What follows belongs to an exercise in optimizing a design on an open flow for small area, a short achievable clock period and few clock cycles; a production flow would make more cautious choices. The RTL was checked by simulation tests, not by an equivalence proof against the original design.

==> inputs of v39 <==
## hough_top
module hough_top (
   input  logic                clk,
   input  logic                i_rst_n,
   input  logic                i_row_valid,
   input  hough_pkg::row_t     i_row,
   output logic                o_row_ready,
   output logic                o_res_valid,
   output hough_pkg::result_t  o_res,
   input  logic                i_res_ready
);
==> flow/config.mk <==
export PLATFORM = sky130hd
export DESIGN_NAME = hough_top
export DESIGN_NICKNAME = hough_top
export VERILOG_FILES = /design/flow/design.v
export SDC_FILE = /design/flow/constraint.sdc
export NUM_CORES = 4
export LEC_CHECK = 0
export ABC_CLOCK_PERIOD_IN_PS = 3200
export CAP_MARGIN = 20
export CORE_MARGIN = 2
export CORE_UTILIZATION = 55
export SETUP_SLACK_MARGIN = 4.8
export SLEW_MARGIN = 20
==> flow/constraint.sdc <==
create_clock -name core_clock -period 8.0 [get_ports {clk}]
set_input_delay 1.6000 -clock core_clock [delete_from_list [all_inputs] [get_ports {clk}]]
set_output_delay 1.6000 -clock core_clock [all_outputs]
set_load 0.01 [all_outputs]
run.sh (not shown) runs the stock make flow with config.mk's settings and CLKGATE_MAP_FILE= SYNTH_SCRIPT=/design/flow/synth_recipe.tcl, a recipe that flattens the netlist after the stock synthesis.
==> inputs of v23, as changes to v39 <==
--- a/flow/design.v
+++ b/flow/design.v
@@ -50,33 +50,33 @@
    input  logic [99:0] i_img,    
    input  logic [9:1]  i_u,      
    input  logic [9:1]  i_v,      
    output logic [6:1]  o_mask    
 );
    wire [9:1] u = i_u;
    wire [9:1] v = i_v;
-   wire r1g0_t0 = i_img[1] & v[1];
-   wire r1g0_t1 = i_img[9] & ~v[9];
-   wire r1g0_t2 = i_img[10] & u[1];
-   wire r1g0_t3 = i_img[11] & ((u[1] & v[1]));
-   wire r1g0_s1 = r1g0_t0 ^ r1g0_t1 ^ r1g0_t2;
-   wire r1g0_c2 = (r1g0_t0 & r1g0_t1) | (r1g0_t0 & r1g0_t2) | (r1g0_t1 & r1g0_t2);
-   wire [2:0] r1g0_n = {1'b0, r1g0_c2, r1g0_s1} + {1'b0, 1'b0, r1g0_t3};
-   logic [2:0] r1g0_q;
-   wire r1g1_t0 = i_img[19] & ((u[1] & ~v[9]));
-   wire r1g1_t1 = i_img[90] & ~u[9];
-   wire r1g1_t2 = i_img[91] & ((~u[9] & v[1]));
-   wire r1g1_t3 = i_img[99] & ((~u[9] & ~v[9]));
-   wire r1g1_s1 = r1g1_t0 ^ r1g1_t1 ^ r1g1_t2;
-   wire r1g1_c2 = (r1g1_t0 & r1g1_t1) | (r1g1_t0 & r1g1_t2) | (r1g1_t1 & r1g1_t2);
-   wire [2:0] r1g1_n = {1'b0, r1g1_c2, r1g1_s1} + {1'b0, 1'b0, r1g1_t3};
-   logic [2:0] r1g1_q;
-   wire r1z_s1 = r1g0_q[2] ^ r1g1_q[2] ^ 1'b1;
-   wire r1z_c2 = (r1g0_q[2] & r1g1_q[2]) | (r1g0_q[2] & 1'b1) | (r1g1_q[2] & 1'b1);
-   assign o_mask[1] = ((1'b1 & 1'b0) | ((1'b1 | 1'b0) & ((1'b1 & 1'b0) | ((1'b1 | 1'b0) & ((r1z_c2 & 1'b1) | ((r1z_c2 | 1'b1) & ((r1z_s1 & 1'b0) | ((r1z_s1 | 1'b0) & ((r1g0_q[1] & r1g1_q[1]) | ((r1g0_q[1] | r1g1_q[1]) & ((r1g0_q[0] & r1g1_q[0]) | ((r1g0_q[0] | r1g1_q[0]) & 1'b0))))))))))));
+   wire r1_t0 = i_img[1] & v[1];
+   wire r1_t1 = i_img[9] & ~v[9];
+   wire r1_t2 = i_img[10] & u[1];
+   wire r1_t3 = i_img[11] & ((u[1] & v[1]));
+   wire r1_t4 = i_img[19] & ((u[1] & ~v[9]));
+   wire r1_t5 = i_img[90] & ~u[9];
+   wire r1_t6 = i_img[91] & ((~u[9] & v[1]));
+   wire r1_t7 = i_img[99] & ((~u[9] & ~v[9]));
+   wire r1_s1 = r1_t0 ^ r1_t1 ^ r1_t2;
+   wire r1_c2 = (r1_t0 & r1_t1) | (r1_t0 & r1_t2) | (r1_t1 & r1_t2);
+   wire r1_s3 = r1_t3 ^ r1_t4 ^ r1_t5;
+   wire r1_c4 = (r1_t3 & r1_t4) | (r1_t3 & r1_t5) | (r1_t4 & r1_t5);
+   wire r1_s5 = r1_s1 ^ r1_s3 ^ r1_t6;
+   wire r1_c6 = (r1_s1 & r1_s3) | (r1_s1 & r1_t6) | (r1_s3 & r1_t6);
+   wire r1_s7 = r1_c6 ^ r1_c2 ^ r1_c4;
+   wire r1_c8 = (r1_c6 & r1_c2) | (r1_c6 & r1_c4) | (r1_c2 & r1_c4);
+   wire r1_ge = ((1'b1 & 1'b0) | ((1'b1 | 1'b0) & ((r1_c8 & 1'b1) | ((r1_c8 | 1'b1) & ((r1_s7 & 1'b0) | ((r1_s7 | 1'b0) & ((r1_s5 & r1_t7) | ((r1_s5 | r1_t7) & 1'b0))))))));
+   logic r1_q;
+   assign o_mask[1] = r1_q;
    wire r2g0_t0 = i_img[2] & v[2];
    wire r2g0_t1 = i_img[8] & ~v[8];
    wire r2g0_t2 = i_img[12] & ((u[1] & v[2]));
    wire r2g0_t3 = i_img[18] & ((u[1] & ~v[8]));
    wire r2g0_t4 = i_img[20] & u[2];
    wire r2g0_t5 = i_img[21] & ((u[2] & v[1]));
    wire r2g0_s1 = r2g0_t0 ^ r2g0_t1 ^ r2g0_t2;
@@ -394,16 +394,15 @@
    wire r6z_s15 = r6z_c12 ^ r6z_s13 ^ r6g3_q[2];
    wire r6z_c16 = (r6z_c12 & r6z_s13) | (r6z_c12 & r6g3_q[2]) | (r6z_s13 & r6g3_q[2]);
    wire r6z_s17 = r6z_c16 ^ r6z_c14 ^ r6z_c10;
    wire r6z_c18 = (r6z_c16 & r6z_c14) | (r6z_c16 & r6z_c10) | (r6z_c14 & r6z_c10);
    assign o_mask[6] = ((1'b1 & 1'b0) | ((1'b1 | 1'b0) & ((r6z_c18 & 1'b1) | ((r6z_c18 | 1'b1) & ((r6z_s17 & 1'b0) | ((r6z_s17 | 1'b0) & ((r6z_s15 & r6g4_q[2]) | ((r6z_s15 | r6g4_q[2]) & ((r6z_s11 & r6z_s7) | ((r6z_s11 | r6z_s7) & ((r6z_s1 & r6z_s3) | ((r6z_s1 | r6z_s3) & 1'b0))))))))))));
    always_ff @(posedge clk) begin
       if (i_en) begin
-         r1g0_q <= r1g0_n[2:0];
-         r1g1_q <= r1g1_n[2:0];
+         r1_q <= r1_ge;
          r2g0_q <= r2g0_n[2:0];
          r2g1_q <= r2g1_n[2:0];
          r2g2_q <= r2g2_n[2:0];
          r3g0_q <= r3g0_n[2:0];
          r3g1_q <= r3g1_n[2:0];
          r3g2_q <= r3g2_n[2:0];
          r4g0_q <= r4g0_n[2:0];
@@ -433,19 +432,20 @@
    output hough_pkg::result_t  o_res,
    input  logic                i_res_ready
 );
    logic [9:0] a_q [10];      
    logic [3:0] rcnt_q;        
    logic       afull_q;       
    logic       vld1_q;        
-   logic [3:0] vrow_q;        
+   logic [3:0] vrow;          
    logic       bvalid_q;      
    logic       take;
    logic       xfer;
-   assign xfer        = afull_q && !bvalid_q;
+   logic       blast;         
+   assign xfer        = afull_q && (!bvalid_q || blast);
    assign o_row_ready = !afull_q || !bvalid_q;
    assign take        = i_row_valid && o_row_ready;
    always_ff @(posedge clk or negedge i_rst_n) begin
       if (!i_rst_n) begin
          rcnt_q  <= '0;
          afull_q <= 1'b0;
          vld1_q  <= 1'b0;
@@ -458,15 +458,14 @@
             rcnt_q  <= rcnt_q + 4'd1;
             afull_q <= (rcnt_q == 4'd9);
          end
       end
    end
    always_ff @(posedge clk) begin
       if (take) begin
-         vrow_q <= xfer ? 4'd0 : rcnt_q;
          for (int i = 0; i < 9; i++) a_q[i] <= a_q[i+1];
          a_q[9] <= i_row;
       end
    end
    logic [1:0] xv_q [10];     
    logic [1:0] yv_q [1:9];    
    logic [2:0] xinc [10];
@@ -483,15 +482,16 @@
       for (int k = 0; k < 5; k++)
          l1[k] = {1'b0, m[2*k] & m[2*k+1], m[2*k] | m[2*k+1]};
       l2[0] = tadd(l1[0], l1[1]);
       l2[1] = tadd(l1[2], l1[3]);
       l2[2] = l1[4];
       tcnt10 = tadd(tadd(l2[0], l2[1]), l2[2]);
    endfunction
-   assign first = (vrow_q == 4'd0);
+   assign vrow  = rcnt_q - 4'd1;    
+   assign first = (rcnt_q == 4'd1);
    logic [9:0] xpairs [10];
    always_comb begin
       int n;
       for (int c = 0; c < 10; c++) begin
          xpairs[c] = '0;
          n = 0;
          for (int a = 0; a < 9; a++)
@@ -502,16 +502,16 @@
                end
          xinc[c] = tcnt10(xpairs[c]);
       end
    end
    logic [2:0] ym1, ym2;
    always_comb begin
       for (int e = 1; e <= 5; e++) begin
-         ym1 = (vrow_q >= 4'(2*e-1)) ? tcnt10(a_q[9] & a_q[9-(2*e-1)]) : 3'd0;
-         ym2 = (e < 5 && vrow_q >= 4'(2*e)) ? tcnt10(a_q[9] & a_q[(9-2*e) < 0 ? 0 : 9-2*e]) : 3'd0;
+         ym1 = (rcnt_q >= 4'(2*e)) ? tcnt10(a_q[9] & a_q[9-(2*e-1)]) : 3'd0;
+         ym2 = (e < 5 && rcnt_q >= 4'(2*e+1)) ? tcnt10(a_q[9] & a_q[(9-2*e) < 0 ? 0 : 9-2*e]) : 3'd0;
          yinc[e] = tadd(ym1, ym2);
       end
    end
    logic [1:0] xv_n [10];
    logic [1:0] yv_n [1:9];
    logic [2:0] xo, xs_;
    logic [1:0] yo;
@@ -547,63 +547,77 @@
    logic [9:0] pcol_q;        
    logic       cutok_q;       
    logic [3:0] pop1;
    logic [5:0] proom;
    logic [5:0] pleft;         
    logic       pcross;
    logic [2:0] plo [5];       
-   logic [2:0] phi [5];       
+   logic [2:0] psu [5:9];     
+   logic [3:0] room4_q;       
    logic [3:0] r4;            
-   logic [4:0] rhi;           
+   logic [3:0] pdrop;         
+   logic [5:0] tr;            
+   logic [4:0] ld;            
    logic [9:0] kc;
    function automatic logic [3:0] pop10(input logic [9:0] b);
       logic s0, c0, s1, c1, s2, c2, t0, d0, u1, f1, e0, g1, h;
       s0 = b[0] ^ b[1] ^ b[2];  c0 = (b[0] & b[1]) | (b[0] & b[2]) | (b[1] & b[2]);
       s1 = b[3] ^ b[4] ^ b[5];  c1 = (b[3] & b[4]) | (b[3] & b[5]) | (b[4] & b[5]);
       s2 = b[6] ^ b[7] ^ b[8];  c2 = (b[6] & b[7]) | (b[6] & b[8]) | (b[7] & b[8]);
       t0 = s0 ^ s1 ^ s2;        d0 = (s0 & s1) | (s0 & s2) | (s1 & s2);
       pop10[0] = t0 ^ b[9];     e0 = t0 & b[9];
       u1 = c0 ^ c1 ^ c2;        f1 = (c0 & c1) | (c0 & c2) | (c1 & c2);
       pop10[1] = u1 ^ d0 ^ e0;  g1 = (u1 & d0) | (u1 & e0) | (d0 & e0);
       pop10[2] = f1 ^ g1;       h  = f1 & g1;
       pop10[3] = h;
    endfunction
    assign pop1 = pop10(a_q[9]);
+   function automatic logic [2:0] pc5(input logic [4:0] b);
+      logic s1, c1, c2;
+      s1 = b[0] ^ b[1] ^ b[2];  c1 = (b[0] & b[1]) | (b[0] & b[2]) | (b[1] & b[2]);
+      pc5[0] = s1 ^ b[3] ^ b[4];
+      c2 = (s1 & b[3]) | (s1 & b[4]) | (b[3] & b[4]);
+      pc5[1] = c1 ^ c2;
+      pc5[2] = c1 & c2;
+   endfunction
    always_comb begin
       proom  = v2first_q ? 6'd32 : room_q;
       pleft  = proom - {2'd0, pop_q};
       pcross = (proom != 6'd0) && ({2'd0, pop_q} >= proom);
-      for (int j = 0; j < 5; j++) begin
-         plo[j] = '0;
-         phi[j] = '0;
-         for (int k = 0; k <= j; k++) begin
-            plo[j] = plo[j] + {2'd0, r2_q[k]};
-            phi[j] = phi[j] + {2'd0, r2_q[5+k]};
-         end
-      end
-      r4  = (proom > 6'd15) ? 4'd15 : proom[3:0];
-      rhi = {1'b0, r4} - {2'd0, plo[4]};
-      for (int j = 0; j < 5; j++) begin
-         kc[j]   = {1'b0, plo[j]} <= r4;
-         kc[5+j] = !rhi[4] && ({2'd0, phi[j]} <= rhi);
-      end
+      plo[0] = pc5({4'd0, r2_q[0]});
+      plo[1] = pc5({3'd0, r2_q[1:0]});
+      plo[2] = pc5({2'd0, r2_q[2:0]});
+      plo[3] = pc5({1'd0, r2_q[3:0]});
+      plo[4] = pc5(r2_q[4:0]);
+      psu[5] = pc5({1'd0, r2_q[9:6]});
+      psu[6] = pc5({2'd0, r2_q[9:7]});
+      psu[7] = pc5({3'd0, r2_q[9:8]});
+      psu[8] = pc5({4'd0, r2_q[9]});
+      psu[9] = 3'd0;
+      r4    = v2first_q ? 4'd15 : room4_q;
+      pdrop = pop_q - r4;
+      for (int k = 0; k < 6; k++) tr[k] = r4 >= 4'(k);
+      for (int k = 0; k < 5; k++) ld[k] = pdrop <= 4'(k);
+      for (int j = 0; j < 5; j++) kc[j] = tr[plo[j]];
+      for (int j = 5; j < 10; j++) kc[j] = ld[psu[j]];
    end
    always_ff @(posedge clk or negedge i_rst_n) begin
       if (!i_rst_n) v2_q <= 1'b0;
       else          v2_q <= vld1_q;
    end
    always_ff @(posedge clk) begin
       if (vld1_q) begin
          v2first_q <= first;
-         v2row_q   <= vrow_q;
+         v2row_q   <= vrow;
          r2_q      <= a_q[9];
          pop_q     <= pop1;
       end
       if (v2_q) begin
-         room_q <= pcross ? 6'd0 : pleft;
+         room_q  <= pcross ? 6'd0 : pleft;
+         room4_q <= pcross ? 4'd0 : ((pleft > 6'd15) ? 4'd15 : pleft[3:0]);
          if (v2first_q) prow_q <= 4'd15;
          if (pcross) begin
             prow_q <= v2row_q;
             pcol_q <= kc;
          end
          if (v2first_q)                                        cutok_q <= 1'b0;
          else if (v2row_q == 4'd9)                             cutok_q <= 1'b1;
@@ -632,28 +646,29 @@
       ym_c[9] = 1'b0;
       if (xm_c == '0) xm_c = 10'h030;
       if (ym_c == '0) ym_c = 10'h030;
    end
    assign xstep  = bvalid_q && bmv_q && !cutpend_q && (!bxm_q[0] || used_q);
    assign ystep  = bvalid_q && bmv_q && !cutpend_q && !bym_q[0];
    assign bready = bvalid_q && bmv_q && !cutpend_q && bxm_q[0] && bym_q[0] && !used_q;
+   assign blast  = sload && (bxm_q[9:1] == '0);
    always_ff @(posedge clk or negedge i_rst_n) begin
       if (!i_rst_n) begin
          bvalid_q <= 1'b0;
          mpend_q  <= 1'b0;
          cutpend_q <= 1'b0;
          bmv_q    <= 1'b0;
          used_q   <= 1'b0;
       end else begin
-         mpend_q <= xfer;
+         mpend_q <= xfer && vld1_q;    
          if (xfer) cutpend_q <= !cutok_q;
          else      cutpend_q <= cutpend_q && !cutok_q;
          if (xfer) begin
             bvalid_q <= 1'b1;
-            bmv_q    <= 1'b0;
+            bmv_q    <= !vld1_q;
             used_q   <= 1'b0;
          end else begin
             if (mpend_q) bmv_q <= 1'b1;
             if (sload) begin
                if (bxm_q[9:1] == '0) bvalid_q <= 1'b0;
                else                  used_q   <= 1'b1;
             end else if (xstep) begin
@@ -666,14 +681,18 @@
       if (xfer) begin
          bcx_q <= '0;
          bcy_q <= '0;
          for (int i = 0; i < 10; i++)
             for (int j = 0; j < 10; j++)
                b_q[i][j] <= a_q[i][j] &    
                             ((4'(i) < prow_q) || ((4'(i) == prow_q) && pcol_q[j]));
+         if (!vld1_q) begin
+            bxm_q <= xm_c;
+            bym_q <= ym_c;
+         end
       end else begin
          if (mpend_q) begin
             bxm_q <= xm_c;
             bym_q <= ym_c;
          end
          if (cutpend_q)
             for (int i = 8; i < 10; i++)
@@ -753,19 +772,21 @@
       .i_v    (v),
       .o_mask (rmask)
    );
    logic       pvalid_q;
    logic [3:0] pcx_q;
    logic [3:0] pcy_q;
    logic       plast_q;
-   hough_pkg::result_t pres;
-   hough_pkg::result_t kres_q;
+   logic [14:0] pres;
+   logic [14:0] kres_q;
+   logic [14:0] ores_q;
    logic               offer;
    logic               ofree;
-   assign pres  = {pcx_q, pcy_q, 1'b0, rmask, 1'b0, plast_q};
+   assign pres  = {pcx_q, pcy_q, rmask, plast_q};
+   assign o_res = {ores_q[14:7], 1'b0, ores_q[6:1], 1'b0, ores_q[0]};
    assign offer = pvalid_q && adv;
    assign ofree = !o_res_valid || i_res_ready;
    always_ff @(posedge clk or negedge i_rst_n) begin
       if (!i_rst_n) begin
          pvalid_q    <= 1'b0;
          o_res_valid <= 1'b0;
          kvalid_q    <= 1'b0;
@@ -781,11 +802,11 @@
    end
    always_ff @(posedge clk) begin
       if (adv) begin
          pcx_q   <= scx_q;
          pcy_q   <= scy_q;
          plast_q <= slastx_q && sfinal;
       end
-      if (ofree) o_res  <= kvalid_q ? kres_q : pres;
+      if (ofree) ores_q <= kvalid_q ? kres_q : pres;
       if (!kvalid_q) kres_q <= pres;
    end
 endmodule
Settings changed: ABC_CLOCK_PERIOD_IN_PS 3200 to unset, CORE_UTILIZATION 55 to 70, SETUP_SLACK_MARGIN 4.8 to 5, TNS_END_PERCENT set to 5.
==> results.py <==
metrics = {
    "logic_synthesis": {
        "synth-seq-cells": 552,
        "yosys-top-cells-area": "edfxtp_1 (50%), nand2_1 (7.6%), fa_1 (6.4%)",
        "syn_area_per_cell_um2": 10.7,
    },
    "layout": {
        "final_layout_size_suffix_gt1_share_pct": 6.22,
        "final_cell_area_um2": 33500,
        "final_core_util_pct": 77.4,
        "buffers": 74,
    },
    "routing": {
        "routed_wirelength_um": 87700,
        "wl_met2_um": 40300,
    },
    "min_path": {
        "min_from": "scx_q[0]",
    },
    "worst_setup_path": {
        "endpoint_kind": "output pin",
    },
    "status": {
        "status": "finished clean",
    },
    "power_and_ir_drop": {
        "vdd_drop_max_v": 0.000323,
    },
}
The numbers above come from v23.

==> results.py <==
metrics = {
    "layout": {
        "final_core_util_pct": 60.8,
        "buffers": 72,
        "final_cell_area_um2": 34100,
    },
    "routing": {
        "wl_met2_um": 40300,
        "met1_length_um": 36800,
        "routed_wirelength_um": 86900,
    },
    "grt": {
        "gr-usage-met3_pct": 4.71,
    },
    "power_and_ir_drop": {
        "vdd_drop_max_v": 0.000306,
        "p_comb_share_pct": 40.6,
    },
    "worst_setup_path": {
        "endpoint_kind": "flip-flop",
        "crit_slowest_cell": "fa_1",
    },
    "status": {
        "status": "finished clean",
    },
    "logic_synthesis": {
        "yosys-top-cells-area": "edfxtp_1 (50%), nand2_1 (6.7%), fa_1 (6.3%)",
        "synth-seq-cells": 562,
    },
    "die": {
        "die_y_um": 242,
    },
}
The numbers above come from v39.

Testbench counts of v39, summed over its fixed seeds: cycles 2,871.
Testbench counts of v23, summed over its fixed seeds: cycles 2,832.

-- port drivers added, routing unchanged --
The results above use ideal ports. As a check the final layouts listed here were re-extracted and re-timed, cells and wires unchanged. Step 1 sets driving cells, clkbuf_16 on the clock port and buf_2 on the other inputs (assumed; they add their load-dependent delay and slew). Step 2 times the ports against the registers' clock, not the clock port: input delays grow and output delays shrink by t, the midpoint of the rising clock arrivals with the driver on. Three values: ideal ports, drivers, drivers and shift; two values: the first two.
| run | t (ns) | setup slack, ns | worst setup path at the end | worst register clock-pin slew, ns | cell pins on the clock port's net |
|---|---|---|---|---|---|
| v39 | 0.684 | 4.416 / 4.416 / 4.240 | input to register | 0.06 / 0.06 | 1 |
| v23 | 0.678 | 4.886 / 4.824 / 4.386 | input to register | 0.07 / 0.07 | 1 |
After both steps setup and hold are still met in every run listed. For v23, which loses most, drivers alone change the setup slack by -0.062 ns; drivers and shift together by -0.500 ns.
